From an optimization exercise on the open Yosys and OpenROAD flow, aimed at small area, a short achievable clock period and few clock cycles; shortcuts taken in it are not production practice. Where RTL was checked, it was by simulation tests only, not by an equivalence proof against the original. Only the layout flow was run in runs 1 and 2; the RTL was not checked for function there.

## flow/design.v

```verilog
package pwa_pkg;
    localparam int SAMPLE_WIDTH = 16;
    localparam int COEF_WIDTH   = 16;
    localparam int OUT_W        = 20;
    localparam int OUT_IDX_W    = 6;
    localparam int COEF_IDX_W   = 5;
    localparam int ACC_W        = 37;    
    localparam int PROD_W       = 32;    
    localparam int TAPCNT_W     = 6;
    localparam int PHASE_W      = 6;
    localparam int LEN_W        = 3;
    localparam int CFG_DATA_W   = 6;
    localparam int CFG_IDX_W    = 2;
    localparam logic [CFG_IDX_W-1:0] CFG_TAP_COUNT    = 2'd0;
    localparam logic [CFG_IDX_W-1:0] CFG_PHASE_OFFSET = 2'd1;
    localparam logic [CFG_IDX_W-1:0] CFG_LENGTH_LOG2  = 2'd2;
    localparam logic [TAPCNT_W-1:0] TAPCNT_RST = 6'd4;
    localparam logic [PHASE_W-1:0]  PHASE_RST  = 6'd0;
    localparam logic [LEN_W-1:0]    LEN_RST    = 3'd7;
    localparam logic [ACC_W-1:0] PROD_BIAS = 37'd1431633920;
endpackage
module pwa_outq #(
    parameter int D = 4
) (
    input  logic        i_clk,
    input  logic        i_rst_n,
    input  logic        i_push,
    input  logic [19:0] i_lo,
    input  logic [19:0] i_hi,
    input  logic [5:0]  i_half_m1,
    input  logic        i_out_ready,
    output logic        o_pop,
    output logic        o_valid,
    output logic [19:0] o_lo,
    output logic [19:0] o_hi,
    output logic [5:0]  o_index,
    output logic        o_last
);
    localparam int CW = $clog2(D + 1);
    logic [19:0]   e_lo [D];
    logic [19:0]   e_hi [D];
    logic [CW-1:0] cntq;
    logic          vq;
    logic [5:0]    oj;
    logic [CW-1:0] pos;
    logic          load0;
    assign o_pop   = vq & i_out_ready;
    assign o_valid = vq;
    assign o_lo    = e_lo[0];
    assign o_hi    = e_hi[0];
    assign pos     = cntq - CW'(o_pop);
    assign load0   = i_push ? (pos == '0) : (o_pop && cntq > CW'(1));
    logic [19:0] k_lo [D], k_hi [D], s_lo [D], s_hi [D];
    logic [D-1:0] k_en, s_en;
    always_comb begin
        for (int i = 0; i < D; i++) begin
            k_en[i] = i_push && (cntq == CW'(i));
            k_lo[i] = i_lo;
            k_hi[i] = i_hi;
            s_en[i] = 1'b1;
            if (i_push && (cntq == CW'(i + 1))) begin
                s_lo[i] = i_lo;
                s_hi[i] = i_hi;
            end else begin
                s_lo[i] = e_lo[(i < D - 1) ? i + 1 : i];
                s_hi[i] = e_hi[(i < D - 1) ? i + 1 : i];
            end
        end
    end
    always_ff @(posedge i_clk) begin
        for (int i = 0; i < D; i++) begin
            if (o_pop) begin
                e_lo[i] <= s_lo[i];
                e_hi[i] <= s_hi[i];
            end else if (k_en[i]) begin
                e_lo[i] <= k_lo[i];
                e_hi[i] <= k_hi[i];
            end
        end
        if (load0 || (o_pop && cntq > CW'(1))) begin
            o_index <= oj;
            o_last  <= (oj == i_half_m1);
        end
    end
    always_ff @(posedge i_clk) begin
        if (!i_rst_n) begin
            cntq <= '0;
            vq   <= 1'b0;
            oj   <= '0;
        end else begin
            cntq <= pos + CW'(i_push);
            vq   <= (pos + CW'(i_push)) != '0;
            if (load0 || (o_pop && cntq > CW'(1)))
                oj <= (oj == i_half_m1) ? 6'd0 : oj + 6'd1;
        end
    end
endmodule
module pwa_csa #(
    parameter int W = 32
) (
    input  logic [W-1:0] i_a,
    input  logic [W-1:0] i_b,
    input  logic [W-1:0] i_c,
    output logic [W-1:0] o_s,
    output logic [W-1:0] o_c
);
    logic [W-1:0] maj;
    assign o_s = i_a ^ i_b ^ i_c;
    assign maj = (i_a & i_b) | (i_a & i_c) | (i_b & i_c);
    assign o_c = {maj[W-2:0], 1'b0};
endmodule
module pwa_bmul2 (
    input  logic [15:0] i_x,
    input  logic [15:0] i_a,
    input  logic [15:0] i_b,
    output logic [31:0] o_as,
    output logic [31:0] o_ac,
    output logic [31:0] o_bs,
    output logic [31:0] o_bc
);
    logic [16:0] xe;
    logic [7:0]  one, two, neg;
    assign xe = {i_x, 1'b0};
    always_comb begin
        for (int i = 0; i < 8; i++) begin
            one[i] = xe[2*i] ^ xe[2*i+1];
            two[i] = (xe[2*i+2] & ~xe[2*i+1] & ~xe[2*i]) |
                     (~xe[2*i+2] & xe[2*i+1] & xe[2*i]);
            neg[i] = xe[2*i+2];
        end
    end
    pwa_bmul_rows u_a (.i_m(i_a), .i_one(one), .i_two(two), .i_neg(neg), .o_s(o_as), .o_c(o_ac));
    pwa_bmul_rows u_b (.i_m(i_b), .i_one(one), .i_two(two), .i_neg(neg), .o_s(o_bs), .o_c(o_bc));
endmodule
module pwa_bmul_rows (
    input  logic [15:0] i_m,
    input  logic [7:0]  i_one,
    input  logic [7:0]  i_two,
    input  logic [7:0]  i_neg,
    output logic [31:0] o_s,
    output logic [31:0] o_c
);
    logic [31:0] r [9];
    always_comb begin
        logic [16:0] pp;
        r[8] = '0;
        for (int i = 0; i < 8; i++) begin
            pp = (({i_m[15], i_m} & {17{i_one[i]}}) | ({i_m, 1'b0} & {17{i_two[i]}}))
               ^ {17{i_neg[i]}};
            r[i] = 32'({~pp[16], pp[15:0]}) << (2 * i);
            r[8][2*i] = i_neg[i];
        end
    end
    logic [31:0] a0, b0, a1, b1, a2, b2, c0, d0, c1, d1, e0, f0;
    pwa_csa #(32) u_l1a (.i_a(r[0]), .i_b(r[1]), .i_c(r[2]), .o_s(a0), .o_c(b0));
    pwa_csa #(32) u_l1b (.i_a(r[3]), .i_b(r[4]), .i_c(r[5]), .o_s(a1), .o_c(b1));
    pwa_csa #(32) u_l1c (.i_a(r[6]), .i_b(r[7]), .i_c(r[8]), .o_s(a2), .o_c(b2));
    pwa_csa #(32) u_l2a (.i_a(a0), .i_b(b0), .i_c(a1), .o_s(c0), .o_c(d0));
    pwa_csa #(32) u_l2b (.i_a(b1), .i_b(a2), .i_c(b2), .o_s(c1), .o_c(d1));
    pwa_csa #(32) u_l3  (.i_a(c0), .i_b(d0), .i_c(c1), .o_s(e0), .o_c(f0));
    pwa_csa #(32) u_l4  (.i_a(e0), .i_b(f0), .i_c(d1), .o_s(o_s), .o_c(o_c));
endmodule
module pwa_acc_tree (
    input  logic [pwa_pkg::ACC_W-1:0] i_as,
    input  logic [pwa_pkg::ACC_W-1:0] i_ac,
    input  logic [8*32-1:0]           i_p,
    output logic [pwa_pkg::ACC_W-1:0] o_s,
    output logic [pwa_pkg::ACC_W-1:0] o_c
);
    localparam int W = pwa_pkg::ACC_W;
    logic [W-1:0] p [8];
    always_comb for (int i = 0; i < 8; i++) p[i] = W'(i_p[32*i +: 32]);
    logic [W-1:0] a0, b0, a1, b1, a2, b2, c0, d0, c1, d1, e0, f0, g0, h0;
    pwa_csa #(W) u_l1a (.i_a(p[0]), .i_b(p[1]), .i_c(p[2]), .o_s(a0), .o_c(b0));
    pwa_csa #(W) u_l1b (.i_a(p[3]), .i_b(p[4]), .i_c(p[5]), .o_s(a1), .o_c(b1));
    pwa_csa #(W) u_l1c (.i_a(p[6]), .i_b(p[7]), .i_c(i_as), .o_s(a2), .o_c(b2));
    pwa_csa #(W) u_l2a (.i_a(a0), .i_b(b0), .i_c(a1), .o_s(c0), .o_c(d0));
    pwa_csa #(W) u_l2b (.i_a(b1), .i_b(a2), .i_c(b2), .o_s(c1), .o_c(d1));
    pwa_csa #(W) u_l3  (.i_a(c0), .i_b(d0), .i_c(c1), .o_s(e0), .o_c(f0));
    pwa_csa #(W) u_l4  (.i_a(e0), .i_b(f0), .i_c(d1), .o_s(g0), .o_c(h0));
    pwa_csa #(W) u_l5  (.i_a(g0), .i_b(h0), .i_c(i_ac), .o_s(o_s), .o_c(o_c));
endmodule
module periodic_wavelet_analysis (
    input  logic                                   i_clk,
    input  logic                                   i_rst_n,
    input  logic                                   i_in_valid,
    output logic                                   o_in_ready,
    input  logic                                   i_in_mode,
    input  logic [pwa_pkg::COEF_IDX_W-1:0]         i_in_coef_index,
    input  logic signed [pwa_pkg::COEF_WIDTH-1:0]  i_in_low_coef,
    input  logic signed [pwa_pkg::COEF_WIDTH-1:0]  i_in_high_coef,
    input  logic signed [pwa_pkg::SAMPLE_WIDTH-1:0] i_in_sample,
    output logic                                   o_out_valid,
    input  logic                                   i_out_ready,
    output logic signed [pwa_pkg::OUT_W-1:0]       o_out_low,
    output logic signed [pwa_pkg::OUT_W-1:0]       o_out_high,
    output logic [pwa_pkg::OUT_IDX_W-1:0]          o_out_index,
    output logic                                   o_out_last,
    input  logic                                   i_cfg_we,
    input  logic [pwa_pkg::CFG_IDX_W-1:0]          i_cfg_index,
    input  logic [pwa_pkg::CFG_DATA_W-1:0]         i_cfg_data
);
    localparam int AW = pwa_pkg::ACC_W;
    localparam int QD = 4;    
    logic        rdy_q;
    logic        stg_v, stg_mode;
    logic [4:0]  stg_ci;
    logic [15:0] stg_lo, stg_hi, stg_smp;
    logic        cfg_we_q;
    logic [1:0]  cfg_idx_q;
    logic [5:0]  cfg_dat_q;
    assign o_in_ready = rdy_q;
    always_ff @(posedge i_clk) begin
        if (rdy_q) begin
            stg_mode <= i_in_mode;
            stg_ci   <= i_in_coef_index;
            stg_lo   <= i_in_low_coef;
            stg_hi   <= i_in_high_coef;
            stg_smp  <= i_in_sample;
        end
        cfg_idx_q <= i_cfg_index;
        cfg_dat_q <= i_cfg_data;
    end
    logic [5:0] r_tc, r_ph;
    logic [2:0] r_lg;
    logic [5:0] nx_tc, nx_ph;
    logic [2:0] nx_lg;
    always_comb begin
        nx_tc = r_tc;
        nx_ph = r_ph;
        nx_lg = r_lg;
        if (!i_rst_n) begin
            nx_tc = pwa_pkg::TAPCNT_RST;
            nx_ph = pwa_pkg::PHASE_RST;
            nx_lg = pwa_pkg::LEN_RST;
        end else if (cfg_we_q) begin
            case (cfg_idx_q)
                pwa_pkg::CFG_TAP_COUNT:    nx_tc = cfg_dat_q;
                pwa_pkg::CFG_PHASE_OFFSET: nx_ph = cfg_dat_q;
                pwa_pkg::CFG_LENGTH_LOG2:  nx_lg = cfg_dat_q[2:0];
                default: ;
            endcase
        end
    end
    logic [2:0] d_lg;
    logic [6:0] d_mask;
    logic [5:0] d_taps;
    logic [5:0] d_ph;
    logic [2:0] d_steps;
    logic [1:0] d_pad;
    logic [6:0] d_sbase;
    always_comb begin
        d_lg    = (r_lg == 3'd0) ? 3'd1 : r_lg;
        d_mask  = 7'((8'd1 << d_lg) - 8'd1);
        d_taps  = (r_tc > 6'd32) ? 6'd32 : r_tc;
        d_ph    = r_ph;
        d_steps = (d_taps == 6'd0) ? 3'd0 : 3'(((d_taps - 6'd1) >> 2));
        d_pad   = 2'(r_ph + 6'd2 - d_taps);
        d_sbase = 7'(7'(d_taps) + 7'd1 - 7'(r_ph));
    end
    logic [6:0] mask;
    logic [5:0] half_m1;
    logic [5:0] taps;
    logic [2:0] steps_m1;
    logic       n128;
    logic [5:0] thr;
    logic [4:0] finc;
    logic [6:0] neg_ph;
    logic [AW-1:0] acc_init;
    always_ff @(posedge i_clk) begin
        r_tc     <= nx_tc;
        r_ph     <= nx_ph;
        r_lg     <= nx_lg;
        mask     <= d_mask;
        half_m1  <= 6'(d_mask >> 1);
        taps     <= d_taps;
        steps_m1 <= d_steps;
        n128     <= (d_lg == 3'd7);
        thr      <= d_taps + 6'(d_pad);
        finc     <= (d_lg == 3'd7) ? d_sbase[6:2]    
                  : ((d_lg == 3'd1) ? 5'd1 : 5'(d_mask[6:2] + 5'd1));
        neg_ph   <= 7'(-d_ph);
        case (d_steps)
            3'd0: acc_init <= AW'(1 << 14) - AW'(4)  * pwa_pkg::PROD_BIAS;
            3'd1: acc_init <= AW'(1 << 14) - AW'(8)  * pwa_pkg::PROD_BIAS;
            3'd2: acc_init <= AW'(1 << 14) - AW'(12) * pwa_pkg::PROD_BIAS;
            3'd3: acc_init <= AW'(1 << 14) - AW'(16) * pwa_pkg::PROD_BIAS;
            3'd4: acc_init <= AW'(1 << 14) - AW'(20) * pwa_pkg::PROD_BIAS;
            3'd5: acc_init <= AW'(1 << 14) - AW'(24) * pwa_pkg::PROD_BIAS;
            3'd6: acc_init <= AW'(1 << 14) - AW'(28) * pwa_pkg::PROD_BIAS;
            default: acc_init <= AW'(1 << 14) - AW'(32) * pwa_pkg::PROD_BIAS;
        endcase
    end
    logic       can_smp_q, can_tap_q;
    logic [6:0] r_f;
    logic [4:0] r_bf;
    logic       smp_proc, tap_proc, proc, cmp_ev;
    logic [6:0] waddr;
    assign smp_proc = stg_v & stg_mode & can_smp_q;
    assign tap_proc = stg_v & ~stg_mode & can_tap_q;
    assign proc     = smp_proc | tap_proc;
    assign cmp_ev   = smp_proc & (((r_f & ~mask) != 7'd0) | ((r_f & mask) == mask));
    assign waddr    = {r_bf, 2'b00} + (r_f & mask);
    logic [6:0] f_nx;
    logic [4:0] bf_nx;
    assign f_nx  = cmp_ev ? 7'd0 : (r_f + 7'(smp_proc));
    assign bf_nx = cmp_ev ? (r_bf + finc) : r_bf;
    logic [15:0] sbank [4][32];
    always_ff @(posedge i_clk) begin
        if (smp_proc) sbank[waddr[1:0]][waddr[6:2]] <= stg_smp;
    end
    logic [15:0] lbank [4][8];
    logic [15:0] hbank [4][8];
    always_ff @(posedge i_clk) begin
        if (tap_proc) begin
            lbank[stg_ci[1:0]][stg_ci[4:2]] <= stg_lo;
            hbank[stg_ci[1:0]][stg_ci[4:2]] <= stg_hi;
        end
    end
    logic       a_act, a_pend;
    logic [5:0] a_j;
    logic [2:0] a_s;
    logic [6:0] a_wj, a_wr;      
    logic [4:0] a_bc, a_bp;      
    logic [2:0] cnt;             
    logic       pop;
    logic iss, a_lstep, a_lout, a_fin;
    assign iss     = a_act & ((a_s != 3'd0) | (cnt < 3'(QD)));
    assign a_lstep = (a_s == steps_m1);
    assign a_lout  = (a_j == half_m1);
    assign a_fin   = iss & a_lstep & a_lout;
    logic       a_act_nx, a_pend_nx;
    logic [5:0] a_j_nx;
    always_comb begin
        a_act_nx  = a_act;
        a_pend_nx = a_pend;
        a_j_nx    = a_j;
        if (iss && a_lstep) a_j_nx = a_j + 6'd1;
        if (a_fin) begin
            a_j_nx = 6'd0;
            if (a_pend) a_pend_nx = 1'b0;
            else        a_act_nx  = 1'b0;
        end
        if (cmp_ev) begin
            if (a_act && !a_fin) a_pend_nx = 1'b1;
            else begin
                a_act_nx = 1'b1;
                a_j_nx   = 6'd0;
            end
        end
    end
    always_ff @(posedge i_clk) begin
        if (!i_rst_n) begin
            a_act  <= 1'b0;
            a_pend <= 1'b0;
            a_j    <= '0;
            a_s    <= '0;
            cnt    <= '0;
            r_f    <= '0;
            r_bf   <= '0;
        end else begin
            a_act  <= a_act_nx;
            a_pend <= a_pend_nx;
            a_j    <= a_j_nx;
            cnt    <= cnt + 3'(iss && a_s == 3'd0) - 3'(pop);
            r_f    <= f_nx;
            r_bf   <= bf_nx;
            if (iss) a_s <= a_lstep ? 3'd0 : a_s + 3'd1;
        end
    end
    always_ff @(posedge i_clk) begin
        if (iss) begin
            if (a_lstep) begin
                a_wj <= a_wj + 7'd2;
                a_wr <= a_wj + 7'd2;
            end else begin
                a_wr <= a_wr + 7'd4;
            end
        end
        if (a_fin && a_pend) begin
            a_bc <= a_bp;
            a_wj <= neg_ph;
            a_wr <= neg_ph;
        end
        if (cmp_ev) begin
            if (a_act && !a_fin) begin
                a_bp <= r_bf;
            end else begin
                a_bc <= r_bf;
                a_wj <= neg_ph;
                a_wr <= neg_ph;
            end
        end
    end
    logic can_smp_nx, can_tap_nx, stg_v_nx, stg_mode_nx, rdy_nx, take;
    always_comb begin
        can_tap_nx = !a_act_nx && !a_pend_nx;
        can_smp_nx = !a_pend_nx && !cfg_we_q &&
                     !(n128 && a_act_nx && ({1'b0, a_j_nx, 1'b0} < 8'(thr) + 8'(f_nx)));
        take        = i_in_valid & rdy_q;
        stg_v_nx    = take | (stg_v & ~proc);
        stg_mode_nx = take ? i_in_mode : stg_mode;
        rdy_nx      = !stg_v_nx || (stg_mode_nx ? can_smp_nx : can_tap_nx);
    end
    always_ff @(posedge i_clk) begin
        if (!i_rst_n) begin
            stg_v     <= 1'b0;
            rdy_q     <= 1'b0;
            cfg_we_q  <= 1'b0;
            can_smp_q <= 1'b0;
            can_tap_q <= 1'b0;
        end else begin
            stg_v     <= stg_v_nx;
            rdy_q     <= rdy_nx;
            cfg_we_q  <= i_cfg_we;
            can_smp_q <= can_smp_nx;
            can_tap_q <= can_tap_nx;
        end
    end
    logic       r_v, r_first, r_last;
    logic [4:0] r_row [4];
    logic [1:0] r_sel [4];
    logic [3:0] r_lm;
    logic [2:0] r_s;
    always_ff @(posedge i_clk) begin
        if (!i_rst_n) r_v <= 1'b0;
        else          r_v <= iss;
        r_first <= (a_s == 3'd0);
        r_last  <= a_lstep;
        r_s     <= a_s;
        for (int q = 0; q < 4; q++) begin
            r_row[q] <= a_bc + ((a_wr[6:2] + 5'(q < int'(a_wr[1:0]))) & mask[6:2]);
            r_sel[q] <= 2'((a_wr + 7'(q)) & mask);
            r_lm[q]  <= ({a_s, 2'(q)} < taps);
        end
    end
    logic        m_v, m_first, m_last;
    logic [15:0] m_x [4], m_lo [4], m_hi [4];
    logic [15:0] bd [4];
    always_comb begin
        for (int q = 0; q < 4; q++) bd[q] = sbank[q][r_row[q]];
    end
    always_ff @(posedge i_clk) begin
        if (!i_rst_n) m_v <= 1'b0;
        else          m_v <= r_v;
        m_first <= r_first;
        m_last  <= r_last;
        for (int l = 0; l < 4; l++) begin
            m_x[l]  <= r_lm[l] ? bd[r_sel[l]] : 16'd0;
            m_lo[l] <= lbank[l][r_s];
            m_hi[l] <= hbank[l][r_s];
        end
    end
    logic [31:0] pl_s [4], pl_c [4], ph_s [4], ph_c [4];
    for (genvar l = 0; l < 4; l++) begin : g_mul
        pwa_bmul2 u_mul (
            .i_x  (m_x[l]),
            .i_a  (m_lo[l]),
            .i_b  (m_hi[l]),
            .o_as (pl_s[l]),
            .o_ac (pl_c[l]),
            .o_bs (ph_s[l]),
            .o_bc (ph_c[l])
        );
    end
    logic        p_v, p_first, p_last;
    logic [8*32-1:0] p_lo, p_hi;
    always_ff @(posedge i_clk) begin
        if (!i_rst_n) p_v <= 1'b0;
        else          p_v <= m_v;
        p_first <= m_first;
        p_last  <= m_last;
        for (int l = 0; l < 4; l++) begin
            p_lo[64*l +: 32]      <= pl_s[l];
            p_lo[64*l + 32 +: 32] <= pl_c[l];
            p_hi[64*l +: 32]      <= ph_s[l];
            p_hi[64*l + 32 +: 32] <= ph_c[l];
        end
    end
    logic [AW-1:0] acl_s, acl_c, ach_s, ach_c;
    logic [AW-1:0] nl_s, nl_c, nh_s, nh_c;
    pwa_acc_tree u_accl (
        .i_as (p_first ? acc_init : acl_s),
        .i_ac (p_first ? '0 : acl_c),
        .i_p  (p_lo),
        .o_s  (nl_s),
        .o_c  (nl_c)
    );
    pwa_acc_tree u_acch (
        .i_as (p_first ? acc_init : ach_s),
        .i_ac (p_first ? '0 : ach_c),
        .i_p  (p_hi),
        .o_s  (nh_s),
        .o_c  (nh_c)
    );
    logic f_v;
    always_ff @(posedge i_clk) begin
        if (!i_rst_n) f_v <= 1'b0;
        else          f_v <= p_v & p_last;
        if (p_v) begin
            acl_s <= nl_s;
            acl_c <= nl_c;
            ach_s <= nh_s;
            ach_c <= nh_c;
        end
    end
    function automatic logic [19:0] sat20(input logic [AW-1:0] v);
        logic [21:0] q;
        q = v[36:15];
        if (q[21:19] == 3'b000 || q[21:19] == 3'b111) sat20 = q[19:0];
        else if (q[21])                              sat20 = 20'h80000;
        else                                         sat20 = 20'h7FFFF;
    endfunction
    logic          g_v;
    logic [AW-1:0] g_lo, g_hi;
    always_ff @(posedge i_clk) begin
        if (!i_rst_n) g_v <= 1'b0;
        else          g_v <= f_v;
        g_lo <= acl_s + acl_c;
        g_hi <= ach_s + ach_c;
    end
    logic [19:0] res_lo, res_hi;
    assign res_lo = sat20(g_lo);
    assign res_hi = sat20(g_hi);
    pwa_outq #(.D(QD)) u_outq (
        .i_clk       (i_clk),
        .i_rst_n     (i_rst_n),
        .i_push      (g_v),
        .i_lo        (res_lo),
        .i_hi        (res_hi),
        .i_half_m1   (half_m1),
        .i_out_ready (i_out_ready),
        .o_pop       (pop),
        .o_valid     (o_out_valid),
        .o_lo        (o_out_low),
        .o_hi        (o_out_high),
        .o_index     (o_out_index),
        .o_last      (o_out_last)
    );
endmodule
```

## flow/run.sh

```bash
#!/bin/bash
# synth_recipe.tcl (not shown) runs the flow's synth.tcl, then flattens the netlist and writes it again
# the make line also repeats each setting of config.mk as NAME=value (left out here)
make -C /OpenROAD-flow-scripts/flow DESIGN_CONFIG=/design/flow/config.mk WORK_HOME=/design/flow/orfs CLKGATE_MAP_FILE= SYNTH_SCRIPT=/design/flow/synth_recipe.tcl finish
```

## flow/config.mk

```make
export PLATFORM = sky130hd
export DESIGN_NAME = periodic_wavelet_analysis
export DESIGN_NICKNAME = periodic_wavelet_analysis
export VERILOG_FILES = /design/flow/design.v
export SDC_FILE = /design/flow/constraint.sdc
export NUM_CORES = 4
export LEC_CHECK = 0
export CAP_MARGIN = 20
export CORE_MARGIN = 2
export CORE_UTILIZATION = 40
export SLEW_MARGIN = 20
```

## flow/constraint.sdc

```tcl
create_clock -name core_clock -period 10.0 [get_ports {i_clk}]
set_input_delay 2.0000 -clock core_clock [delete_from_list [all_inputs] [get_ports {i_clk}]]
set_output_delay 2.0000 -clock core_clock [all_outputs]
set_load 0.01 [all_outputs]
```

==> impl_results.md, run 1 <==
* Vias post-DR at 147000
* Skew-Pair Late Insertion Delay at 1.09 ns
* Final antenna-violating net count at 0
* Routed wirelength normalized by instance count at 26.7 um
* Routed Wire Length at 688 mm
* Die ar. at 0.584 sq mm
* Clk sinks at 4318
* Max-cap violations at 0
* Routability congestion estimate at 0.942
* Worst-case clock skew at 0.119 ns
* Post-CTS setup buffers at 0
* CTS clock-pin slew for the worst setup and hold paths at 0.07 ns
* Nets at 19400
* Top_reg_cell synth: sky130_fd_sc_hd__edfxtp_1
* Top achievable clock speed at 193 MHz
* Chip Width at 764 um
* Highest-count cells in the layout ignoring fill and taps: 3360 x sky130_fd_sc_hd__edfxtp_1, 1452 x sky130_fd_sc_hd__nand2_1, 1398 x sky130_fd_sc_hd__inv_1
* Share of synthesized flip-flops with an asynchronous set or reset at 0%
* Site row count at 279
* Post-Place Cell Area at 0.240 sq mm
* Average instance area after synthesis at 12.8 sq um
* Yosys warns at 31
* Multi-input gate area at 0.0997 sq mm
* Mapped Cells at 18100
* Remaining max-slew budget at the tightest pin at 15.5%
* Final critical-path required period at 5.19 ns
* 1st-iter DRT viols at 17200
* Number of global-route vias before repair at 142000
* Req. time, crit path at 10.88 ns
* Relative area change from synthesis to final layout at 10.5%
* RSZ-0062 raised after global routing: false
* Commonest non-fill, non-tap cell in the layout: sky130_fd_sc_hd__edfxtp_1
* # IOs at 116
* Via density per instance at 5.72
* EDFF count, synth at 3360
* CTS H-Tree Depth at 5
* Initial standard-cell utilization of the core at 40.1%
* PnR worst setup slack at 4.81 ns
* HPWL Detailed at 461 mm
* Setup tns final at 0 ns
* Final slew viol count at 0
* Yosys reg bits at 4318
* Ordered list of cells on the worst path: buf_4, clkinv_1, buf_4, nor2_2, buf_4, a21oi_1, o22ai_1, a21oi_1, fa_1, inv_1, fa_1, fa_1, inv_1, fa_1
* Post-cts gate resize count at 0
* Core outline area at 0.576 sq mm
* Root Buffer Master: sky130_fd_sc_hd__clkbuf_16
* Maximum fanout along the worst path at 53
* Post-Syn Area at 0.231 sq mm
* Number of search-and-repair iterations in the first detailed-routing pass at 7
* Clock tree from TritonCTS: built
* Worst-Margin Slew at 1.23 ns
* Port bufs at 115
* Status: complete, no violations
* Wire length of the first global-routing pass at 1000 mm
* Number of design rule violations left after detail routing at 0
* Tightest Hold Check Type: reg2reg
* Number of unique standard cell types used by synthesis at 77
* Final critical-path share of the clock period at 51.9%
* Most prevalent standard cell on the critical path: sky130_fd_sc_hd__fa_1
* Worst Path Class, Setup: reg2reg
* Number of failing setup endpoints in the final timing report at 0
* Number of hold buffers added after cts at 0
* Fraction of layout instances using a drive strength above 1 at 13.8%
* Worst Setup End Kind: flop
* Die Height at 764 um
* Part of the Yosys area used for sequential elements at 52.0%
* Global-route usage over all layers at 23.1%
* Crit path max-delay cell type: sky130_fd_sc_hd__nor2_2
* Number of endpoints with negative hold slack in the final report at 0
* Fillers at 51500
* DP Worst Slack at 4.32 ns
* Arrival time of data at the critical path endpoint at 6.06 ns
* Worst Setup Start Kind: flop
* Cell area after layout at 0.255 sq mm
* GRT overflow at 0
* Largest buffer count on any clock path at 4
* Number of buffers added by the clock tree synthesis step at 447
* Maximum number of pins on one net before global-route repair at 151
* Area occupied by registers at 0.120 sq mm
* Initial antenna violation count at 67
* Worst stage delay on the critical path at 0.66 ns
==> per-stage QoR <==
stage | hold WS [ns] | util (%) | std cells
after floorplan | 0.310 | - | 18100
after global placement | 0.314 | 41.7 | 24900
after detailed placement | 0.323 | 41.7 | 24900
after CTS | 0.335 | 44.2 | 25700
after global routing | 0.348 | 44.3 | 25700
final | 0.335 | 44.3 | 25700
==> worst max-delay path: cells and delay by family (launching register included) <==
family                     cells  cell delay, ns
adders and majority gates      4            1.95
buffers and inverters          6            1.75
DFF                            1            0.31
and+or+nand+nor                1            0.66
AOI/OAI and AO/OA              3            0.34
==> synthesized netlist by cell type (13+ instances only) <==
cell type	instances	area share, %
sky130_fd_sc_hd__ha_1	621	3.4
sky130_fd_sc_hd__mux2_2	135	0.66
sky130_fd_sc_hd__and3_1	22	0.060
sky130_fd_sc_hd__edfxtp_1	3360	44
sky130_fd_sc_hd__nand4_1	16	0.043
sky130_fd_sc_hd__a31oi_1	54	0.15
sky130_fd_sc_hd__xor2_1	103	0.39
sky130_fd_sc_hd__clkbuf_1	1228	2.0
sky130_fd_sc_hd__a221oi_1	196	0.74
sky130_fd_sc_hd__maj3_1	461	2.0
sky130_fd_sc_hd__or3_1	25	0.068
sky130_fd_sc_hd__a22oi_1	263	0.85
sky130_fd_sc_hd__o31ai_1	115	0.37
sky130_fd_sc_hd__nand2b_1	104	0.28
sky130_fd_sc_hd__buf_4	33	0.11
sky130_fd_sc_hd__nor2_1	992	1.6
sky130_fd_sc_hd__a21oi_1	1103	2.4
sky130_fd_sc_hd__nor2b_1	474	1.3
sky130_fd_sc_hd__mux4_2	958	9.3
sky130_fd_sc_hd__o311a_1	90	0.39
sky130_fd_sc_hd__fa_1	1152	10
sky130_fd_sc_hd__nand3b_1	14	0.045
sky130_fd_sc_hd__nand2_1	1453	2.4
sky130_fd_sc_hd__a21o_1	43	0.14
sky130_fd_sc_hd__o21ai_0	873	1.9
sky130_fd_sc_hd__buf_2	39	0.084
sky130_fd_sc_hd__a211oi_1	189	0.61
sky130_fd_sc_hd__o21a_1	13	0.042
sky130_fd_sc_hd__mux2i_1	139	0.60
sky130_fd_sc_hd__dfxtp_1	958	8.3
sky130_fd_sc_hd__nand3_1	134	0.29
sky130_fd_sc_hd__inv_1	1399	2.3
sky130_fd_sc_hd__o211ai_1	23	0.075
sky130_fd_sc_hd__o22ai_1	542	1.5
sky130_fd_sc_hd__xnor2_1	124	0.47
sky130_fd_sc_hd__buf_1	298	0.48
sky130_fd_sc_hd__and2_1	69	0.19
sky130_fd_sc_hd__buf_6	23	0.11
sky130_fd_sc_hd__o22a_1	23	0.087
sky130_fd_sc_hd__o221ai_1	70	0.27
sky130_fd_sc_hd__nor3_1	34	0.074
==> registers in the layout (all words and copies together) (netlist names), 34 cells and up, named ones only <==
signal,flops
ach_c,34
ach_s,37
acl_c,34
acl_s,37
hbank,512
lbank,512
m_hi,64
m_lo,64
m_x,64
p_hi,236
p_lo,236
sbank,2048
u_outq.e_hi,80
u_outq.e_lo,80
==> layer usage <==
| layer | global-route usage [%] | wire length [um] | vias up |
|---|---|---|---|
| met5 | 0 | 125 | - |
| li1 | - | - | 64700 |
| met1 | 31.6 | 279000 | 75000 |
| met3 | 4.20 | 59500 | 1146 |
| met2 | 36.5 | 316000 | 6352 |
| met4 | 9.77 | 33700 | 20 |
==> area by class of cell <==
type,instances,area share [%]
clock inverters,243,0.936
multi-input cells,10700,39.1
inverters,1408,2.07
flip-flops and latches,4318,47.1
well taps,7727,3.79
repair buffers,674,2.17
diodes,37,0.0363
clock buffers,595,4.81
==> worst paths after layout <==
check,startpoint,cells after the start,end
min,r_last$_DFF_P_,0,m_last$_DFF_P_
min reg2reg,r_last$_DFF_P_,0,m_last$_DFF_P_
max reg2reg,m_x[2][4]$_SDFF_PN0_,14,p_lo[139]$_DFF_P_
max,m_x[2][4]$_SDFF_PN0_,14,p_lo[139]$_DFF_P_
==> logic make-up (layout without fill, tap and decap cells) <==
group | Yosys count | after routing | share of synthesized area [%]
adder cells (fa/ha/maj) | 2234 | 2234 | 15.3
buffers and inverters | 3030 | 2920 | 5.07
multiplexers | 1232 | 1232 | 10.6
other | 1 | 39 | 0.00162
AND/OR/NAND/NOR | 3377 | 3377 | 6.43
AO/OA/AOI/OAI | 3659 | 3659 | 9.72
flip-flops | 4318 | 4318 | 52.0
XOR/XNOR | 227 | 227 | 0.861
==> run 2: changes to the inputs <==
--- a/flow/config.mk
+++ b/flow/config.mk
@@ -5,7 +5,9 @@
 export SDC_FILE = /design/flow/constraint.sdc
 export NUM_CORES = 4
 export LEC_CHECK = 0
+export ABC_CLOCK_PERIOD_IN_PS = 3500
 export CAP_MARGIN = 20
 export CORE_MARGIN = 2
 export CORE_UTILIZATION = 40
+export SETUP_SLACK_MARGIN = 5
 export SLEW_MARGIN = 20
==> run 2 against run 1 <==
  * The layout now fails its checks (antenna violations)
  * Fmax grew 6.4%
  * Utilization about the same
  * Worst setup slack better by 0.31 ns
  * Synthesized cell count did not move
  * Highest routed layer unchanged
  * Critical path type unchanged
  * Clock skew shrank 0.0018 ns
  * Die area is the same
  * Design area about the same
  * Clock-buffer cell count is the same
==> impl_results.md, run 2 <==
* Number of search-and-repair iterations in the first detailed-routing pass at 7 (unchanged)
* Final critical-path required period at 4.87 ns (-0.314 ns)
* HPWL Detailed at 461 mm (unchanged)
* Library cell occupying the most area in the post-synthesis netlist: sky130_fd_sc_hd__edfxtp_1
* Tightest Hold Check Type: reg2reg
* Top achievable clock speed at 205 MHz (+6.4%)
* Wire length of the first global-routing pass at 1000 mm (about the same)
* Root Buffer Master: sky130_fd_sc_hd__clkbuf_16
* # IOs at 116 (unchanged)
* Top_reg_cell synth: sky130_fd_sc_hd__edfxtp_1
* Number of unique standard cell types used by synthesis at 77 (unchanged)
* Routed Wire Length at 688 mm (about the same)
* Skew-Pair Late Insertion Delay at 1.09 ns (about the same)
* CTS H-Tree Depth at 5 (unchanged)
* Worst Setup End Kind: flop
* Routed wirelength normalized by instance count at 26.7 um (about the same)
* Max-cap violations at 0 (unchanged)
* Commonest non-fill, non-tap cell in the layout: sky130_fd_sc_hd__edfxtp_1
* Number of buffers added by the clock tree synthesis step at 447 (unchanged)
* Arrival time of data at the critical path endpoint at 5.75 ns (-0.31 ns)
* Worst Setup Start Kind: flop
* Multi-input gate area at 0.0997 sq mm (about the same)
* Number of failing setup endpoints in the final timing report at 0 (unchanged)
* PnR worst setup slack at 5.13 ns (+0.314 ns)
* Routability congestion estimate at 0.942 (unchanged)
* DP Worst Slack at 4.32 ns (unchanged)
* Final antenna-violating net count at 1 (+1)
* Highest-count cells in the layout ignoring fill and taps: 3360 x sky130_fd_sc_hd__edfxtp_1, 1452 x sky130_fd_sc_hd__nand2_1, 1398 x sky130_fd_sc_hd__inv_1
* Cell area after layout at 0.255 sq mm (about the same)
* Post-Syn Area at 0.231 sq mm (unchanged)
* Average instance area after synthesis at 12.8 sq um (unchanged)
* Fillers at 51500 (+0.0078%)
* Yosys reg bits at 4318 (unchanged)
* Number of global-route vias before repair at 142000 (+0.024%)
* Die Height at 764 um (unchanged)
* Share of synthesized flip-flops with an asynchronous set or reset at 0% (unchanged)
* Core outline area at 0.576 sq mm (unchanged)
* Causes of the layout check failure: antenna violations
* Final critical-path share of the clock period at 48.7% (-3.1 points)
* Chip Width at 764 um (unchanged)
* Worst-case clock skew at 0.117 ns (-0.00185 ns)
* Post-CTS setup buffers at 0 (unchanged)
* Final std cells w/o fill at 25700 (+0.019%)
* Setup tns final at 0 ns (unchanged)
* Number of design rule violations left after detail routing at 0 (unchanged)
* Clk sinks at 4318 (unchanged)
* RSZ-0062 raised after global routing: false
* Status: failed layout checks
* Vias post-DR at 147000 (-0.053%)
* Number of endpoints with negative hold slack in the final report at 0 (unchanged)
* EDFF count, synth at 3360 (unchanged)
* Flip-flop count of the largest register, all copies and words added at 2048 (unchanged)
* Port bufs at 115 (unchanged)
* Clock tree from TritonCTS: built
* Maximum number of pins on one net before global-route repair at 151 (unchanged)
* Part of the Yosys area used for sequential elements at 52.0% (unchanged)
* Mapped Cells at 18100 (unchanged)
* Relative area change from synthesis to final layout at 10.5% (about the same)
* List of most frequent post-synthesis cells: 3360 x sky130_fd_sc_hd__edfxtp_1, 1453 x sky130_fd_sc_hd__nand2_1, 1399 x sky130_fd_sc_hd__inv_1, 1228 x sky130_fd_sc_hd__clkbuf_1, 1152 x sky130_fd_sc_hd__fa_1
* Final slew viol count at 0 (unchanged)
* 1st-iter DRT viols at 17200 (+0.16%)
* Initial antenna violation count at 68 (+1.5%)
* Placed insts at 24900 (unchanged)
* Die ar. at 0.584 sq mm (unchanged)
* Global-route usage over all layers at 23.1% (about the same)
* Site row count at 279 (unchanged)
* Final hold slack at 0.337 ns (+0.00281 ns)
* Post-layout utilization of the core at 44.3% (about the same)
* Yosys warns at 31 (unchanged)
* Initial standard-cell utilization of the core at 40.1% (unchanged)
* Fraction of layout instances using a drive strength above 1 at 13.8% (+0.022 points)
* Post-Place Cell Area at 0.240 sq mm (unchanged)
* Worst Path Class, Setup: reg2reg
* Most frequently used cell type in the post-synthesis netlist: sky130_fd_sc_hd__edfxtp_1
* Worst-Margin Slew at 1.18 ns (-0.0549 ns)
* Req. time, crit path at 10.87 ns (about the same)
* Largest buffer count on any clock path at 4 (unchanged)
* Via density per instance at 5.72 (about the same)
* Maximum fanout along the worst path at 67 (+26%)
* Area share of the largest cell type after synthesis at 43.7% (unchanged)
* Nets at 19400 (unchanged)
* Area occupied by registers at 0.120 sq mm (unchanged)
* GRT overflow at 0 (unchanged)
* CTS clock-pin slew for the worst setup and hold paths at 0.07 ns (about the same)
* Biggest area contributors in the synthesized netlist: sky130_fd_sc_hd__edfxtp_1 44%, sky130_fd_sc_hd__fa_1 10%, sky130_fd_sc_hd__mux4_2 9.3%
* Remaining max-slew budget at the tightest pin at 19.3% (+3.8 points)
-- run 2: cell type report --
cell class                      instances  share of cell area [%]
Timing Repair Buffer                  674                    2.18
Clock buffer                          595                    4.81
Sequential cell                      4318                    47.1
Tap cell                             7727                    3.79
Antenna cell                           42                  0.0412
Multi-Input combinational cell      10700                    39.1
Clock inverter                        243                   0.936
Inverter                             1408                    2.07
-- run 2: logic make-up after synthesis --
group,count (synthesis),synth area share [%]
muxes,1232,10.6
DFF,4318,52.0
AOI/OAI and AO/OA,3659,9.72
buffers and inverters,3030,5.07
adders and majority gates,2234,15.3
xor gates and xnor gates,227,0.861
and+or+nand+nor,3377,6.43
other,1,0.00162
-- run 2: timing repair --
action,4_1_cts,5_1_grt
gates resized for setup,1,12
hold buffers,0,0
setup endpoints to repair,3,45
-- run 2: routing by layer --
metal / wire length (um) / global-route usage, %
met3: 58800 / 4.19
met4: 34400 / 9.85
met2: 315000 / 36.4
met1: 279000 / 31.6
met5: 125 / 0
-- run 2: worst paths after layout --
kind,from,endpoint,slack [ns],cells past startpoint
worst min register to register,r_last$_DFF_P_,m_last$_DFF_P_,0.34,0
worst max register to register,m_x[2][5]$_SDFF_PN0_,p_lo[139]$_DFF_P_,5.13,10
worst min-delay path,r_last$_DFF_P_,m_last$_DFF_P_,0.34,0
worst max-delay path,m_x[2][5]$_SDFF_PN0_,p_lo[139]$_DFF_P_,5.13,10
-- run 2: worst max-delay path: stages (launching register included) --
cell and delay [ns]:
sky130_fd_sc_hd__dfxtp_4 0.82, sky130_fd_sc_hd__buf_4 0.69, sky130_fd_sc_hd__nand2_1 0.60, sky130_fd_sc_hd__nand2_1 0.20, sky130_fd_sc_hd__a21oi_1 0.08, sky130_fd_sc_hd__o21ai_0 0.29
sky130_fd_sc_hd__fa_1 0.54, sky130_fd_sc_hd__fa_1 0.48, sky130_fd_sc_hd__fa_1 0.53, sky130_fd_sc_hd__inv_1 0.05, sky130_fd_sc_hd__fa_1 0.43
==> run 3: changes to the inputs <==
--- a/flow/design.v
+++ b/flow/design.v
@@ -110,7 +110,9 @@
     assign o_c = {maj[W-2:0], 1'b0};
 endmodule
 module pwa_bmul2 (
-    input  logic [15:0] i_x,
+    input  logic [7:0]  i_one,
+    input  logic [7:0]  i_two,
+    input  logic [7:0]  i_neg,
     input  logic [15:0] i_a,
     input  logic [15:0] i_b,
     output logic [31:0] o_as,
@@ -118,19 +120,8 @@
     output logic [31:0] o_bs,
     output logic [31:0] o_bc
 );
-    logic [16:0] xe;
-    logic [7:0]  one, two, neg;
-    assign xe = {i_x, 1'b0};
-    always_comb begin
-        for (int i = 0; i < 8; i++) begin
-            one[i] = xe[2*i] ^ xe[2*i+1];
-            two[i] = (xe[2*i+2] & ~xe[2*i+1] & ~xe[2*i]) |
-                     (~xe[2*i+2] & xe[2*i+1] & xe[2*i]);
-            neg[i] = xe[2*i+2];
-        end
-    end
-    pwa_bmul_rows u_a (.i_m(i_a), .i_one(one), .i_two(two), .i_neg(neg), .o_s(o_as), .o_c(o_ac));
-    pwa_bmul_rows u_b (.i_m(i_b), .i_one(one), .i_two(two), .i_neg(neg), .o_s(o_bs), .o_c(o_bc));
+    pwa_bmul_rows u_a (.i_m(i_a), .i_one(i_one), .i_two(i_two), .i_neg(i_neg), .o_s(o_as), .o_c(o_ac));
+    pwa_bmul_rows u_b (.i_m(i_b), .i_one(i_one), .i_two(i_two), .i_neg(i_neg), .o_s(o_bs), .o_c(o_bc));
 endmodule
 module pwa_bmul_rows (
     input  logic [15:0] i_m,
@@ -392,11 +383,13 @@
             end
         end
     end
+    logic ovl_wait;
     logic can_smp_nx, can_tap_nx, stg_v_nx, stg_mode_nx, rdy_nx, take;
     always_comb begin
         can_tap_nx = !a_act_nx && !a_pend_nx;
-        can_smp_nx = !a_pend_nx && !cfg_we_q &&
-                     !(n128 && a_act_nx && ({1'b0, a_j_nx, 1'b0} < 8'(thr) + 8'(f_nx)));
+        if (cmp_ev || a_fin) ovl_wait = (thr != 6'd0);
+        else                 ovl_wait = ({1'b0, a_j, 1'b0} < 8'(thr) + 8'(r_f) + 8'd1);
+        can_smp_nx = !a_pend_nx && !cfg_we_q && !(n128 && a_act_nx && ovl_wait);
         take        = i_in_valid & rdy_q;
         stg_v_nx    = take | (stg_v & ~proc);
         stg_mode_nx = take ? i_in_mode : stg_mode;
@@ -435,7 +428,23 @@
         end
     end
     logic        m_v, m_first, m_last;
-    logic [15:0] m_x [4], m_lo [4], m_hi [4];
+    logic [15:0] m_lo [4], m_hi [4];
+    logic [7:0]  m_one [4], m_two [4], m_neg [4];
+    logic [15:0] xs [4];
+    logic [7:0]  e_one [4], e_two [4], e_neg [4];
+    always_comb begin
+        for (int l = 0; l < 4; l++) begin
+            logic [16:0] xe;
+            xs[l] = r_lm[l] ? bd[r_sel[l]] : 16'd0;
+            xe = {xs[l], 1'b0};
+            for (int i = 0; i < 8; i++) begin
+                e_one[l][i] = xe[2*i] ^ xe[2*i+1];
+                e_two[l][i] = (xe[2*i+2] & ~xe[2*i+1] & ~xe[2*i]) |
+                              (~xe[2*i+2] & xe[2*i+1] & xe[2*i]);
+                e_neg[l][i] = xe[2*i+2];
+            end
+        end
+    end
     logic [15:0] bd [4];
     always_comb begin
         for (int q = 0; q < 4; q++) bd[q] = sbank[q][r_row[q]];
@@ -446,7 +455,9 @@
         m_first <= r_first;
         m_last  <= r_last;
         for (int l = 0; l < 4; l++) begin
-            m_x[l]  <= r_lm[l] ? bd[r_sel[l]] : 16'd0;
+            m_one[l] <= e_one[l];
+            m_two[l] <= e_two[l];
+            m_neg[l] <= e_neg[l];
             m_lo[l] <= lbank[l][r_s];
             m_hi[l] <= hbank[l][r_s];
         end
@@ -454,7 +465,9 @@
     logic [31:0] pl_s [4], pl_c [4], ph_s [4], ph_c [4];
     for (genvar l = 0; l < 4; l++) begin : g_mul
         pwa_bmul2 u_mul (
-            .i_x  (m_x[l]),
+            .i_one(m_one[l]),
+            .i_two(m_two[l]),
+            .i_neg(m_neg[l]),
             .i_a  (m_lo[l]),
             .i_b  (m_hi[l]),
             .o_as (pl_s[l]),
--- a/flow/config.mk
+++ b/flow/config.mk
@@ -5,7 +5,6 @@
 export SDC_FILE = /design/flow/constraint.sdc
 export NUM_CORES = 4
 export LEC_CHECK = 0
-export ABC_CLOCK_PERIOD_IN_PS = 3500
 export CAP_MARGIN = 20
 export CORE_MARGIN = 2
 export CORE_UTILIZATION = 40
==> run 3 against run 2 <==
  * Non-clock buffer count shrank 156
  * Wire length shrank 11%
  * Largest cell class unchanged
  * Synthesized area shrank 7.1%
  * Final cell count shrank 14%
  * First-iteration DRC count shrank 20%
  * The run now finishes clean
==> impl_results.md, run 3 <==
* Commonest non-fill, non-tap cell in the layout: sky130_fd_sc_hd__edfxtp_1
* Clock tree from TritonCTS: built
* Vias post-DR at 123000 (-17%)
* Arrival time of data at the critical path endpoint at 5.65 ns (-0.10 ns)
* Number of endpoints with negative hold slack in the final report at 0 (unchanged)
* Final antenna-violating net count at 0 (-1)
* Maximum number of pins on one net before global-route repair at 129 (-15%)
* CTS clock-pin slew for the worst setup and hold paths at 0.06 ns (about the same)
* Worst-case clock skew at 0.117 ns (-0.0000840 ns)
* Biggest area contributors in the synthesized netlist: sky130_fd_sc_hd__edfxtp_1 47%, sky130_fd_sc_hd__fa_1 11%, sky130_fd_sc_hd__dfxtp_1 9.2%
* Yosys warns at 42 (+35%)
* Number of hold buffers added after cts at 0 (unchanged)
* Number of search-and-repair iterations in the first detailed-routing pass at 8 (+1)
* Most frequently used cell type in the post-synthesis netlist: sky130_fd_sc_hd__edfxtp_1
* Mapped Cells at 14600 (-19%)
* Clk sinks at 4350 (+0.74%)
* Number of unique standard cell types used by synthesis at 78 (+1.3%)
* Number of global-route vias before repair at 123000 (-13%)
* Worst Path Class, Setup: reg2reg
* Share of synthesized flip-flops with an asynchronous set or reset at 0% (unchanged)
* Largest buffer count on any clock path at 4 (unchanged)
* Core outline area at 0.536 sq mm (-7.0%)
* Chip Width at 737 um (-3.6%)
* GRT overflow at 0 (unchanged)
* Average instance area after synthesis at 14.7 sq um (+15%)
* Port bufs at 115 (unchanged)
* Reg2Reg Capture Point: m_two[1][1]$_DFF_P_
* Via density per instance at 5.53 (-3.3%)
* Req. time, crit path at 10.96 ns (+0.09 ns)
* Startpoint of the most critical hold path: m_last$_DFF_P_
* Maximum fanout along the worst path at 37 (-45%)
* Tightest Hold Check Type: reg2reg
* Placed insts at 21300 (-14%)
* Worst-Margin Slew at 1.23 ns (+0.0512 ns)
* Final std cells w/o fill at 22200 (-14%)
* Routed Wire Length at 614 mm (-11%)
* FF-to-FF path depth at 9 (-1)
* 1st-iter DRT viols at 13900 (-20%)
* Top_reg_cell synth: sky130_fd_sc_hd__edfxtp_1
* Number of failing setup endpoints in the final timing report at 0 (unchanged)
* EDFF count, synth at 3360 (unchanged)
* Site row count at 269 (-3.6%)
* RSZ-0062 raised after global routing: false
* Relative area change from synthesis to final layout at 11.6%
* Initial antenna violation count at 43 (-37%)
* Routability congestion estimate at 0.928 (-1.6%)
* Skew-Pair Late Insertion Delay at 1.10 ns (about the same)
* Routed wirelength normalized by instance count at 27.7 um (+3.7%)
* Yosys reg bits at 4350 (+0.74%)
* HPWL Detailed at 406 mm (-12%)
* Origin of the critical flop-to-flop path: r_row[1][0]$_DFF_P_
* Die Height at 737 um (-3.6%)
* CTS H-Tree Depth at 5 (unchanged)
* Number of buffers added by the clock tree synthesis step at 460 (+2.9%)
* Top achievable clock speed at 213 MHz (+4.0%)
* Wire length of the first global-routing pass at 885 mm (-11%)
* Setup tns final at 0 ns (unchanged)
* # IOs at 116 (unchanged)
* Worst Setup End Kind: flop
* Root Buffer Master: sky130_fd_sc_hd__clkbuf_16
* Library cell occupying the most area in the post-synthesis netlist: sky130_fd_sc_hd__edfxtp_1
* Fraction of layout instances using a drive strength above 1 at 14.8% (+0.95 points)
* Highest-count cells in the layout ignoring fill and taps: 3360 x sky130_fd_sc_hd__edfxtp_1, 1770 x sky130_fd_sc_hd__inv_1, 1152 x sky130_fd_sc_hd__fa_1
* Max-cap violations at 0 (unchanged)
* Critical path capture point: m_two[1][1]$_DFF_P_
* Initial standard-cell utilization of the core at 40.1% (about the same)
* Post-Syn Area at 0.215 sq mm (-7.1%)
* Final critical-path required period at 4.69 ns (-0.187 ns)
* Critical path launch point: r_row[1][0]$_DFF_P_
* Worst Setup Start Kind: flop
* List of most frequent post-synthesis cells: 3360 x sky130_fd_sc_hd__edfxtp_1, 1771 x sky130_fd_sc_hd__inv_1, 1152 x sky130_fd_sc_hd__fa_1, 990 x sky130_fd_sc_hd__dfxtp_1, 980 x sky130_fd_sc_hd__a22oi_1
* Status: complete, no violations
* Part of the Yosys area used for sequential elements at 56.2% (+4.2 points)
* Number of design rule violations left after detail routing at 0 (unchanged)
* Nets at 16400 (-15%)
* Area share of the largest cell type after synthesis at 47.0% (+3.3 points)
* Flip-flop count of the largest register, all copies and words added at 2048 (unchanged)
* Final critical-path share of the clock period at 46.9% (-1.9 points)
* Final slew viol count at 0 (unchanged)
* Remaining max-slew budget at the tightest pin at 18.0% (-1.3 points)
* Die ar. at 0.543 sq mm (-7.0%)
* Global-route usage over all layers at 22.3% (-0.84 points)
==> run 3: per-layer routing <==
layer / part of all wire (%) / routed length (um) / GRT usage [%] / up-vias
met4: 4.2 / 26100 / 8.42 / 20
met2: 43 / 267000 / 33.0 / 5605
met5: 0.021 / 126 / 0 / -
met1: 43 / 263000 / 31.9 / 63500
met3: 9.5 / 58400 / 5.32 / 1167
li1: - / - / - / 52200
==> run 3: worst min path at each step <==
stage | end | slack [ns] | cells after the start
after detailed placement | m_last$_DFF_P_ | 0.31 | 0
after CTS | p_last$_DFF_P_ | 0.33 | 0
final | p_last$_DFF_P_ | 0.33 | 0
after global routing | p_last$_DFF_P_ | 0.33 | 0
after global placement | m_last$_DFF_P_ | 0.31 | 0
after floorplan | m_first$_DFF_P_ | 0.31 | 0
==> run 3: layout make-up <==
class	instances	area, sq um
antenna	11	27.5
multi-input combinational	7489	83800
timing repair buffer	518	4280
fill	47500	296000
sequential	4350	121000
tap	7181	8980
inverter	1776	6670
clock inverter	232	2480
clock buffer	614	12600
==> run 3: metrics by stage <==
step           setup WS (ns)  util (%)  hold slack (ns)  area, sq um
4_1_cts                 5.18      44.7            0.327       240000
5_1_grt                 5.16      44.7            0.334       240000
6_report                5.31      44.7            0.328       240000
3_5_place_dp            4.79      41.9            0.313       225000
3_3_place_gp            4.79      41.9            0.314       224000
2_1_floorplan           5.01         -            0.310       215000
==> run 3: cells by family after synthesis <==
logic type / share of synthesized area, %
compound gates: 6.52
simple gates: 2.77
buf+inv: 5.00
flops: 56.2
fa+ha+maj: 14.4
other cells: 0.00175
mux: 10.0
xor+xnor: 5.11
==> run 3: critical path: stages, from the launching register on <==
cell and delay (ns):
sky130_fd_sc_hd__dfxtp_4 0.85, sky130_fd_sc_hd__buf_4 0.74, sky130_fd_sc_hd__mux4_2 0.59, sky130_fd_sc_hd__mux2i_1 0.47
sky130_fd_sc_hd__o221ai_1 0.20, sky130_fd_sc_hd__a21oi_1 0.75, sky130_fd_sc_hd__a21o_1 0.25, sky130_fd_sc_hd__o21ai_0 0.08
sky130_fd_sc_hd__a21o_1 0.27, sky130_fd_sc_hd__mux2_2 0.28
==> run 3: timing repair <==
| item | 4_1_cts | 5_1_grt |
|---|---|---|
| hold endpoints to repair | 0 | 0 |
| endpoints found under the setup margin | 0 | 1 |
| resized for setup | 0 | 1 |
| setup buffers | 0 | 0 |
Testbench counts of run 3, summed over its fixed seeds: cycles 22,640.
==> run 4: changes to the inputs <==
--- a/flow/design.v
+++ b/flow/design.v
@@ -36,62 +36,52 @@
     output logic [5:0]  o_index,
     output logic        o_last
 );
-    localparam int CW = $clog2(D + 1);
-    logic [19:0]   e_lo [D];
-    logic [19:0]   e_hi [D];
-    logic [CW-1:0] cntq;
+    localparam int B  = D - 1;
+    localparam int PW = (B > 1) ? $clog2(B) : 1;
+    localparam int CW = $clog2(B + 1);
+    logic [19:0]   r_lo [B];
+    logic [19:0]   r_hi [B];
+    logic [PW-1:0] wp, rp;
+    logic [CW-1:0] bc;
     logic          vq;
     logic [5:0]    oj;
-    logic [CW-1:0] pos;
-    logic          load0;
-    assign o_pop   = vq & i_out_ready;
-    assign o_valid = vq;
-    assign o_lo    = e_lo[0];
-    assign o_hi    = e_hi[0];
-    assign pos     = cntq - CW'(o_pop);
-    assign load0   = i_push ? (pos == '0) : (o_pop && cntq > CW'(1));
-    logic [19:0] k_lo [D], k_hi [D], s_lo [D], s_hi [D];
-    logic [D-1:0] k_en, s_en;
-    always_comb begin
-        for (int i = 0; i < D; i++) begin
-            k_en[i] = i_push && (cntq == CW'(i));
-            k_lo[i] = i_lo;
-            k_hi[i] = i_hi;
-            s_en[i] = 1'b1;
-            if (i_push && (cntq == CW'(i + 1))) begin
-                s_lo[i] = i_lo;
-                s_hi[i] = i_hi;
-            end else begin
-                s_lo[i] = e_lo[(i < D - 1) ? i + 1 : i];
-                s_hi[i] = e_hi[(i < D - 1) ? i + 1 : i];
-            end
-        end
-    end
-    always_ff @(posedge i_clk) begin
-        for (int i = 0; i < D; i++) begin
-            if (o_pop) begin
-                e_lo[i] <= s_lo[i];
-                e_hi[i] <= s_hi[i];
-            end else if (k_en[i]) begin
-                e_lo[i] <= k_lo[i];
-                e_hi[i] <= k_hi[i];
-            end
-        end
-        if (load0 || (o_pop && cntq > CW'(1))) begin
+    logic          from_ring, head_take, bypass;
+    logic [19:0]   n_lo, n_hi;
+    assign o_pop     = vq & i_out_ready;
+    assign o_valid   = vq;
+    assign from_ring = (bc != '0);
+    assign head_take = (from_ring | i_push) & (o_pop | ~vq);
+    assign bypass    = i_push & ~from_ring & (o_pop | ~vq);
+    assign n_lo      = from_ring ? r_lo[rp] : i_lo;
+    assign n_hi      = from_ring ? r_hi[rp] : i_hi;
+    always_ff @(posedge i_clk) begin
+        if (i_push) begin
+            r_lo[wp] <= i_lo;
+            r_hi[wp] <= i_hi;
+        end
+        if (head_take) begin
+            o_lo    <= n_lo;
+            o_hi    <= n_hi;
             o_index <= oj;
             o_last  <= (oj == i_half_m1);
         end
     end
+    function automatic logic [PW-1:0] inc(input logic [PW-1:0] p);
+        inc = (p == PW'(B - 1)) ? '0 : p + PW'(1);
+    endfunction
     always_ff @(posedge i_clk) begin
         if (!i_rst_n) begin
-            cntq <= '0;
-            vq   <= 1'b0;
-            oj   <= '0;
+            wp <= '0;
+            rp <= '0;
+            bc <= '0;
+            vq <= 1'b0;
+            oj <= '0;
         end else begin
-            cntq <= pos + CW'(i_push);
-            vq   <= (pos + CW'(i_push)) != '0;
-            if (load0 || (o_pop && cntq > CW'(1)))
-                oj <= (oj == i_half_m1) ? 6'd0 : oj + 6'd1;
+            if (i_push && !bypass) wp <= inc(wp);
+            if (head_take && from_ring) rp <= inc(rp);
+            bc <= bc + CW'(i_push && !bypass) - CW'(head_take && from_ring);
+            vq <= head_take | (vq & ~o_pop);
+            if (head_take) oj <= (oj == i_half_m1) ? 6'd0 : oj + 6'd1;
         end
     end
 endmodule
@@ -192,7 +182,7 @@
     input  logic [pwa_pkg::CFG_DATA_W-1:0]         i_cfg_data
 );
     localparam int AW = pwa_pkg::ACC_W;
-    localparam int QD = 4;    
+    localparam int QD = 6;    
     logic        rdy_q;
     logic        stg_v, stg_mode;
     logic [4:0]  stg_ci;
@@ -297,8 +287,15 @@
     assign f_nx  = cmp_ev ? 7'd0 : (r_f + 7'(smp_proc));
     assign bf_nx = cmp_ev ? (r_bf + finc) : r_bf;
     logic [15:0] sbank [4][32];
-    always_ff @(posedge i_clk) begin
-        if (smp_proc) sbank[waddr[1:0]][waddr[6:2]] <= stg_smp;
+    logic        w_en;
+    logic [6:0]  w_addr;
+    logic [15:0] w_data;
+    always_ff @(posedge i_clk) begin
+        if (!i_rst_n) w_en <= 1'b0;
+        else          w_en <= smp_proc;
+        w_addr <= waddr;
+        w_data <= stg_smp;
+        if (w_en) sbank[w_addr[1:0]][w_addr[6:2]] <= w_data;
     end
     logic [15:0] lbank [4][8];
     logic [15:0] hbank [4][8];
@@ -386,7 +383,7 @@
     logic ovl_wait;
     logic can_smp_nx, can_tap_nx, stg_v_nx, stg_mode_nx, rdy_nx, take;
     always_comb begin
-        can_tap_nx = !a_act_nx && !a_pend_nx;
+        can_tap_nx = !a_act_nx && !a_pend_nx && !a_act;   
         if (cmp_ev || a_fin) ovl_wait = (thr != 6'd0);
         else                 ovl_wait = ({1'b0, a_j, 1'b0} < 8'(thr) + 8'(r_f) + 8'd1);
         can_smp_nx = !a_pend_nx && !cfg_we_q && !(n128 && a_act_nx && ovl_wait);
@@ -432,10 +429,27 @@
     logic [7:0]  m_one [4], m_two [4], m_neg [4];
     logic [15:0] xs [4];
     logic [7:0]  e_one [4], e_two [4], e_neg [4];
+    logic        b_v, b_first, b_last;
+    logic [15:0] b_d [4];
+    logic [1:0]  b_sel [4];
+    logic [3:0]  b_lm;
+    logic [2:0]  b_s;
+    always_ff @(posedge i_clk) begin
+        if (!i_rst_n) b_v <= 1'b0;
+        else          b_v <= r_v;
+        b_first <= r_first;
+        b_last  <= r_last;
+        b_lm    <= r_lm;
+        b_s     <= r_s;
+        for (int q = 0; q < 4; q++) begin
+            b_d[q]   <= sbank[q][r_row[q]];
+            b_sel[q] <= r_sel[q];
+        end
+    end
     always_comb begin
         for (int l = 0; l < 4; l++) begin
             logic [16:0] xe;
-            xs[l] = r_lm[l] ? bd[r_sel[l]] : 16'd0;
+            xs[l] = b_lm[l] ? b_d[b_sel[l]] : 16'd0;
             xe = {xs[l], 1'b0};
             for (int i = 0; i < 8; i++) begin
                 e_one[l][i] = xe[2*i] ^ xe[2*i+1];
@@ -445,21 +459,17 @@
             end
         end
     end
-    logic [15:0] bd [4];
-    always_comb begin
-        for (int q = 0; q < 4; q++) bd[q] = sbank[q][r_row[q]];
-    end
     always_ff @(posedge i_clk) begin
         if (!i_rst_n) m_v <= 1'b0;
-        else          m_v <= r_v;
-        m_first <= r_first;
-        m_last  <= r_last;
+        else          m_v <= b_v;
+        m_first <= b_first;
+        m_last  <= b_last;
         for (int l = 0; l < 4; l++) begin
             m_one[l] <= e_one[l];
             m_two[l] <= e_two[l];
             m_neg[l] <= e_neg[l];
-            m_lo[l] <= lbank[l][r_s];
-            m_hi[l] <= hbank[l][r_s];
+            m_lo[l] <= lbank[l][b_s];
+            m_hi[l] <= hbank[l][b_s];
         end
     end
     logic [31:0] pl_s [4], pl_c [4], ph_s [4], ph_c [4];
==> flow/flow/run.sh (new file) <==
#!/bin/bash
# The standard layout (the standard.sh: standard synthesis, floorplan,
# placement, CTS, routing, finish) with the setup repair steps aiming at a
# slack margin of 6 ns instead of 0, so that repair keeps improving paths
# well below the 10 ns clock. Nothing else differs from the standard flow.
set -euo pipefail
export SETUP_SLACK_MARGIN=6.0
bash standard.sh > standard_flow.log 2>&1
==> flow/standard.sh (new file) <==
#!/bin/bash
# synth_recipe.tcl (not shown) runs the flow's synth.tcl, then flattens the netlist and writes it again
# the make line also repeats each setting of config.mk as NAME=value (left out here)
make -C /OpenROAD-flow-scripts/flow DESIGN_CONFIG=/design/flow/config.mk WORK_HOME=/design/flow/orfs CLKGATE_MAP_FILE= SYNTH_SCRIPT=/design/flow/synth_recipe.tcl "${@:-finish}"
--- a/flow/config.mk
+++ b/flow/config.mk
@@ -8,5 +8,4 @@
 export CAP_MARGIN = 20
 export CORE_MARGIN = 2
 export CORE_UTILIZATION = 40
-export SETUP_SLACK_MARGIN = 5
 export SLEW_MARGIN = 20
removed: flow/run.sh
==> run 4 against run 3 <==
  * Worst hold slack worse by 0.068 ns
  * Final cell count is 2.2% lower
  * Wire length is 0.99% lower
  * Non-clock buffer count is 23 lower
  * Clock skew is 0.088 ns higher
  * Utilization is 0.23 points higher
  * Worst setup slack better by 0.74 ns
  * Via count is 3.8% lower
  * Critical path type unchanged
  * Critical endpoint is now p_hi[209]$_DFF_P_
==> impl_results.md, run 4 <==
* Flip-flop count of the largest register, all copies and words added at 2048 (unchanged)
* Wire length of the first global-routing pass at 873 mm (-1.4%)
* Number of design rule violations left after detail routing at 0 (unchanged)
* Logic depth of the worst path, buffers included at 8 (-1)
* Max-cap violations at 0 (unchanged)
* Yosys warns at 38 (-9.5%)
* Initial standard-cell utilization of the core at 40.1% (about the same)
* Final slew viol count at 0 (unchanged)
* Mapped Cells at 14000 (-4.5%)
* Routed wirelength normalized by instance count at 28.1 um (+1.3%)
* Worst-case clock skew at 0.206 ns (+0.0883 ns)
* Largest buffer count on any clock path at 4 (unchanged)
* 1st-iter DRT viols at 12800 (-7.9%)
* Post-Synth Simple-Gate Area at 1.99% (-0.78 points)
* Setup tns final at 0 ns (unchanged)
* Tightest Hold Check Type: reg2reg
* Relative area change from synthesis to final layout at 12.1%
* # IOs at 116 (unchanged)
* CTS H-Tree Depth at 5 (unchanged)
* Final critical-path required period at 3.95 ns (-0.742 ns)
* Cells on Worst Hold Path at 0 (unchanged)
* Library cell occupying the most area in the post-synthesis netlist: sky130_fd_sc_hd__edfxtp_1
* Root Buffer Master: sky130_fd_sc_hd__clkbuf_16
* Final hold slack at 0.260 ns (-0.0680 ns)
* Req. time, crit path at 10.89 ns (-0.07 ns)
* Number of failing setup endpoints in the final timing report at 0 (unchanged)
* GRT overflow at 0 (unchanged)
* Post-Syn Area at 0.218 sq mm (+1.6%)
* Chip Width at 743 um (+0.81%)
* Status: complete, no violations
* Fillers at 47600 (+0.20%)
* Worst Setup End Kind: flop
## run 4: cell count changes after synthesis, sizes merged, moves of 74 or more
cell	before	now
mux4	784	980
o21ai	338	148
nor2	485	324
edfxtp	3360	3520
a211oi	125	17
a21oi	241	134
o22ai	92	11
clkbuf	796	722
## run 4: final timing paths
path                                            from                end  slack, ns
worst max-delay path              m_hi[3][7]$_DFF_P_  p_hi[209]$_DFF_P_       6.05
worst min register to register  stg_smp[3]$_DFFE_PP_  w_data[3]$_DFF_P_       0.26
worst min-delay path            stg_smp[3]$_DFFE_PP_  w_data[3]$_DFF_P_       0.26
worst max register to register    m_hi[3][7]$_DFF_P_  p_hi[209]$_DFF_P_       6.05
## run 4: final cells by class
class	count	area [sq um]	share of cell area [%]
inverter	1790	6730	2.75
tap	7234	9050	3.70
clock inverter	245	2850	1.16
sequential	4543	126000	51.7
clock buffer	652	13300	5.45
timing repair buffer	495	4150	1.70
multi-input combinational	6696	82100	33.6
antenna	19	47.5	0.0194
## run 4: timing repair
item / in CTS / in global routing
buffers inserted: 0 / 1
resized for setup: 22 / 6
endpoints found under the setup margin: 235 / 47
cloned: 0 / 3
## run 4: routing by layer
| layer | share of wire (%) | vias to the layer above | GRT usage (%) |
|---|---|---|---|
| met5 | 0 | - | 0 |
| met4 | 4.4 | 0 | 8.44 |
| met3 | 6.9 | 908 | 3.27 |
| met2 | 47 | 4559 | 34.4 |
| met1 | 42 | 62300 | 30.2 |
| li1 | - | 50100 | - |
## run 4: metrics by stage
step / instances / setup WS, ns / utilization [%] / cell area, sq um
final: 21700 / 6.05 / 45.0 / 245000
after global placement: 20800 / 5.18 / 41.9 / 228000
after detailed placement: 20800 / 5.16 / 41.9 / 228000
after global routing: 21700 / 6.00 / 45.0 / 245000
after CTS: 21700 / 6.00 / 44.9 / 244000
after floorplan: 14000 / 4.73 / - / 218000
## run 4: cells by family (layout without fill, tap and decap cells)
family	after synthesis	count (layout)
DFF	4543	4543
buffers and inverters	2721	3182
AOI/OAI and AO/OA	1431	1431
xor gates and xnor gates	1252	1252
muxes	1295	1295
adders and majority gates	1777	1777
and+or+nand+nor	939	939
other	1	21
## run 4: worst register-to-register path, cell delays in order (launching register included)
cell and delay (ns):
sky130_fd_sc_hd__dfxtp_1 1.16, sky130_fd_sc_hd__a22oi_1 0.26, sky130_fd_sc_hd__xnor2_1 0.20, sky130_fd_sc_hd__fa_1 0.56, sky130_fd_sc_hd__inv_1 0.05, sky130_fd_sc_hd__fa_1 0.52, sky130_fd_sc_hd__fa_1 0.49, sky130_fd_sc_hd__inv_1 0.05
sky130_fd_sc_hd__fa_1 0.50
Testbench counts of run 4, summed over its fixed seeds: cycles 22,416.

==> static timing again, ports no longer ideal <==
No port has a modelled driver above. Below, the same layouts with a new extraction and two added sets of constraints.
Step 1 sets driving cells, clkbuf_16 on the clock port and buf_2 on the other inputs (assumed; they add their load-dependent delay and slew).
Step 2 moves the port delays by t, midway between the first and last clock arrival at a register: inputs arrive t later, outputs are due t later. That takes back most of the time a late clock gives input paths.
Three values: ideal, step 1, step 2; two values: the first two.
run	t (ns)	setup slack, ns	worst register clock-pin slew, ns
run 1	1.155	4.812 / 4.812 / 4.296	0.07 / 0.07
run 2	1.155	5.126 / 5.126 / 4.309	0.07 / 0.07
run 3	1.158	5.313 / 5.313 / 4.821	0.07 / 0.07
run 4	1.163	6.055 / 5.983 / 5.324	0.08 / 0.08
For run 2, which loses most, drivers alone change the setup slack by 0.000 ns; drivers and shift together by -0.817 ns.
